This design comes from an exercise in tuning for small area, a short achievable clock period and few clock cycles per item on the open sky130 flow, not from production work.
The RTL was checked by simulation tests, not by an equivalence proof against the original design.
Power figures rest on the tool's default switching activity, not on a simulated workload. No driver is modelled on the clock port, so clocking that relies on it looks cheaper here than on a real chip.

Setup of run 1:
==> flow/design.v (excerpt) <==
module softmax_normalizer (
    input  logic        aclk,
    input  logic        aresetn,
    input  logic        s_tvalid,
    output logic        s_tready,
    input  logic [15:0] s_tdata,    
    input  logic        s_tlast,    
    output logic        m_tvalid,
    input  logic        m_tready,
    output logic [15:0] m_tdata,    
    output logic        m_tlast,    
    output logic        m_tuser     
);
Size in the first run: roughly 41 I/O pins, roughly 140000 µm² of cells after synthesis.
==> flow/config.mk <==
export PLATFORM = sky130hd
export DESIGN_NAME = softmax_normalizer
export DESIGN_NICKNAME = softmax_normalizer
export VERILOG_FILES = /design/flow/design.v
export SDC_FILE = /design/flow/constraint.sdc
export NUM_CORES = 4
export LEC_CHECK = 0
export CAP_MARGIN = 20
export CORE_MARGIN = 2
export CORE_UTILIZATION = 60
export PLACE_DENSITY = 0.7
export SLEW_MARGIN = 20
==> flow/constraint.sdc <==
create_clock -name core_clock -period 11.0 [get_ports {aclk}]
set_input_delay 2.2000 -clock core_clock [delete_from_list [all_inputs] [get_ports {aclk}]]
set_output_delay 2.2000 -clock core_clock [all_outputs]
set_load 0.01 [all_outputs]
standard.sh (not shown) runs the stock make flow with config.mk's settings and CLKGATE_MAP_FILE= SYNTH_SCRIPT=/design/flow/synth_recipe.tcl, a recipe that flattens the netlist after the stock synthesis.
==> flow/flow/run.sh <==
#!/bin/bash
# Layout flow: the standard flow (standard.sh), with the standard synthesis run
# unchanged. Two changes to how the layout is made: the port buffers that placement
# inserts on every input and output are buf_4 cells, and the timing repair of the later
# steps aims below the clock period (a setup margin of REPAIR_MARGIN ns).
# Each step's output goes to a log of its own.
set -euo pipefail
REPAIR_MARGIN=7.2
bash standard.sh synth > synth.log 2>&1
bash standard.sh SETUP_SLACK_MARGIN=$REPAIR_MARGIN "BUFFER_PORTS_ARGS=-buffer_cell sky130_fd_sc_hd__buf_4" finish > layout.log 2>&1
Run 1 has completed all stages; timing, DRC and antenna checks passed.
Testbench counts of run 1, summed over its fixed seeds: cycles 12,162, items 10,857.
The inputs of run 2 differ from those of run 1 as listed below.
Settings: clearing PLACE_DENSITY, which used to be 0.7; swapping 60 for 40 in CORE_UTILIZATION.
==> flow/flow/run.sh <==
#!/bin/bash
# Layout flow: the standard flow (standard.sh), with the standard synthesis run
# unchanged. Changes to how the layout is made: the port buffers that placement
# inserts on every input and output are buf_4 cells; clock tree synthesis uses larger
# sink clusters and no dummy balancing loads; and the timing repair of the later steps
# aims below the clock period (a setup margin of REPAIR_MARGIN ns).
# Each step's output goes to a log of its own.
set -euo pipefail
REPAIR_MARGIN=7.6
bash standard.sh synth > synth.log 2>&1
bash standard.sh SETUP_SLACK_MARGIN=$REPAIR_MARGIN \
    "BUFFER_PORTS_ARGS=-buffer_cell sky130_fd_sc_hd__buf_4" \
    "CTS_ARGS=-sink_clustering_enable -repair_clock_nets -dont_use_dummy_load -sink_clustering_size 30 -sink_clustering_max_diameter 100" \
    finish > layout.log 2>&1
==> comparison <==
- Comparing proportion of cell area occupied by registers for run 2 and run 1, the bigger number came from run 2.
- In run 2, the cell area after layout came out 2.1% below the value in run 1.
- Slew at the pin with the worst max-slew slack, run 2 and run 1: lower on run 2
- Looking at launching instance or port of the critical path, the rpa_q[1]$_SDFFE_PN0N_ result is from run 1; the ov_q$_SDFF_PN0_ one comes from run 2.
- Run 2 against run 1: filler-free cell count of the finished design grew by 10%, number of placed cells counting well taps went up by 1526, fraction of power consumed by the clock network went down, number of global-route vias before repair went down.
- Maximum fanout along the worst path: run 2 vs run 1 down 69
--- input diff run 2..run 3 ---
Settings: swapping 40 for 60 in CORE_UTILIZATION; putting PLACE_DENSITY at 0.7 where nothing was set.
[summary]
Count of placed standard cells including taps (higher): run 2
Against run 2, the final cell area of run 3 is lower.
Compared run 3 vs run 2, and routed wire length is down in run 3.
On run 3: non-clock buffer count is 9 lower than what run 2 gave.
[inputs] run 4 vs run 3
Settings: PLACE_DENSITY removed (was 0.7); CORE_UTILIZATION changed from 60 to 40.
==> flow/flow/run.sh <==
#!/bin/bash
# Layout flow: the standard flow (standard.sh), with the standard synthesis run
# unchanged. Two changes to how the layout is made: the port buffers that placement
# inserts on every input and output are buf_4 cells, and the timing repair of the later
# steps aims below the clock period (a setup margin of REPAIR_MARGIN ns).
# Each step's output goes to a log of its own.
set -euo pipefail
REPAIR_MARGIN=7.2
bash standard.sh synth > synth.log 2>&1
bash standard.sh SETUP_SLACK_MARGIN=$REPAIR_MARGIN "BUFFER_PORTS_ARGS=-buffer_cell sky130_fd_sc_hd__buf_4" finish > layout.log 2>&1
- Going from run 3 to run 4, the part of the power in combinational logic was found to have gone down by 7.6 points.
- Run 4 improves on run 3 in worst hold slack.
- Reported for run 4 and run 3, sequential element share of the synthesized area turned out identical to the last digit.
- Sort run 4 and run 3 by count of clock buffers in the final design, descending, and run 4 comes first.
- Higher wire length of the first global-routing pass among run 4 and run 3: run 4

========
## ember
softmax_normalizer again, from the RTL that the note above started with.
clock: 11.0 ns
lec_check: 0
cap_margin: 20
core_margin: 2
core_utilization: 40
slew_margin: 20
==> flow/flow/run.sh <==
#!/bin/bash
# Layout flow: the standard flow (standard.sh), with the standard synthesis run
# unchanged. Changes to how the layout is made: the port buffers that placement
# inserts on every input and output are buf_4 cells; clock tree synthesis uses larger
# sink clusters and no dummy balancing loads; and the timing repair of the later steps
# aims below the clock period (a setup margin of REPAIR_MARGIN ns).
# Each step's output goes to a log of its own.
set -euo pipefail
REPAIR_MARGIN=7.6
bash standard.sh synth > synth.log 2>&1
bash standard.sh SETUP_SLACK_MARGIN=$REPAIR_MARGIN \
    "BUFFER_PORTS_ARGS=-buffer_cell sky130_fd_sc_hd__buf_4" \
    "CTS_ARGS=-sink_clustering_enable -repair_clock_nets -dont_use_dummy_load -sink_clustering_size 30" \
    finish > layout.log 2>&1
The flow did not stop early for ember: all stages ran, and the layout cleared the timing, DRC and antenna checks.
Testbench counts of ember, summed over its fixed seeds: cycles 12,162, items 10,857.
### ember -> nickel
--- a/flow/flow/run.sh
+++ b/flow/flow/run.sh
@@ -13 +13 @@
-    "CTS_ARGS=-sink_clustering_enable -repair_clock_nets -dont_use_dummy_load -sink_clustering_size 30" \
+    "CTS_ARGS=-sink_clustering_enable -repair_clock_nets -dont_use_dummy_load -sink_clustering_size 30 -sink_clustering_max_diameter 150" \
Slew at the pin closest to its max-slew limit | nickel above ember
ember -> nickel: number of stages on the worst setup path delta 0, exact match
Worst reg-to-reg setup slack delta for nickel relative to ember: 0.04 ns lower
Wire length per cell of nickel is on par with ember.
Going from ember to nickel, met1 wire length grew slightly.
Relative to ember, power consumed by the clock network decreased by about 44% in nickel.
Measured against each other, ember and nickel differ in utilization after layout, the lower figure coming from nickel.
Compared with ember, in nickel filler-free cell count of the finished design shows a reduction of about 1.7%; total power shows a reduction of 4.3 mW; global-route usage shows a reduction of 0.27 points.

========
Starting RTL as in the previous note.
export LEC_CHECK = 0
export CAP_MARGIN = 20
export CORE_MARGIN = 2
export CORE_UTILIZATION = 40
export SLEW_MARGIN = 20
create_clock -name core_clock -period 11.0 [get_ports {aclk}]
==> flow/flow/run.sh <==
#!/bin/bash
# Layout flow: the standard flow (standard.sh), with the standard synthesis run
# unchanged. Two changes to how the layout is made: the port buffers that placement
# inserts on every input and output are buf_4 cells, and the timing repair of the later
# steps aims below the clock period (a setup margin of REPAIR_MARGIN ns).
# Each step's output goes to a log of its own.
set -euo pipefail
REPAIR_MARGIN=7.6
bash standard.sh synth > synth.log 2>&1
bash standard.sh SETUP_SLACK_MARGIN=$REPAIR_MARGIN "BUFFER_PORTS_ARGS=-buffer_cell sky130_fd_sc_hd__buf_4" finish > layout.log 2>&1
The starting point finished clean.
Testbench counts at the start, summed over its fixed seeds: cycles 12,162, items 10,857.
==> next run, changes <==
--- a/flow/flow/run.sh
+++ b/flow/flow/run.sh
@@ -6,5 +6,5 @@
 # Each step's output goes to a log of its own.
 set -euo pipefail
-REPAIR_MARGIN=7.6
+REPAIR_MARGIN=7.2
 bash standard.sh synth > synth.log 2>&1
 bash standard.sh SETUP_SLACK_MARGIN=$REPAIR_MARGIN "BUFFER_PORTS_ARGS=-buffer_cell sky130_fd_sc_hd__buf_4" finish > layout.log 2>&1
--- a/flow/config.mk
+++ b/flow/config.mk
@@ -9,3 +9,4 @@
 export CORE_MARGIN = 2
 export CORE_UTILIZATION = 40
+export CTS_BUF_LIST = sky130_fd_sc_hd__clkbuf_4 sky130_fd_sc_hd__clkbuf_8
 export SLEW_MARGIN = 20
Effect: The new run produced a clean layout. Area after synthesis is unchanged. Combinational power fell by about 10%. Synthesized cell count is unchanged. Fmax fell by 5.3%. Sequential share of layout area rose by 0.88 points. Die area does not change. Cell area fell by 1.5%. Clock-buffer cell count rose by 309. Utilization fell by 0.69 points. Cell count rose by 1.7%.

-- afterwards: timing with drivers on the ports --
Ports are ideal in the flow. The routed layouts listed here were re-timed in OpenROAD.
Step 1 sets driving cells, clkbuf_16 on the clock port and buf_2 on the other inputs (assumed; they add their load-dependent delay and slew).
Step 2 adds t to the input delays and takes it off the output delays; t is the mean of the earliest and latest rising clock arrival at the registers after step 1. Input paths then give back, and output paths get back, about the clock's delay inside the block.
Three values: no drivers, after step 1, after step 2; two values: the first two.
run	shift t [ns]	slack for setup (ns)	latest minus earliest clock arrival (ns)
run 1	1.012	7.289 / 7.219 / 6.755	0.070 / 0.070
run 2	0.933	7.395 / 7.297 / 6.952	0.109 / 0.108
run 3	0.873	7.412 / 7.327 / 7.076	0.109 / 0.109
run 4	0.986	7.338 / 7.245 / 6.944	0.085 / 0.085
ember	0.972	7.374 / 7.281 / 6.851	0.124 / 0.124
nickel	0.973	7.330 / 7.236 / 6.888	0.135 / 0.135
the first run of note 3	1.002	7.371 / 7.278 / 6.857	0.078 / 0.077
the second run of note 3	1.206	7.169 / 7.077 / 6.940	0.117 / 0.117
After both steps setup and hold are still met in every run listed. The setup slack of run 1, which loses most, moves by -0.070 ns with the drivers and by -0.534 ns with both steps.
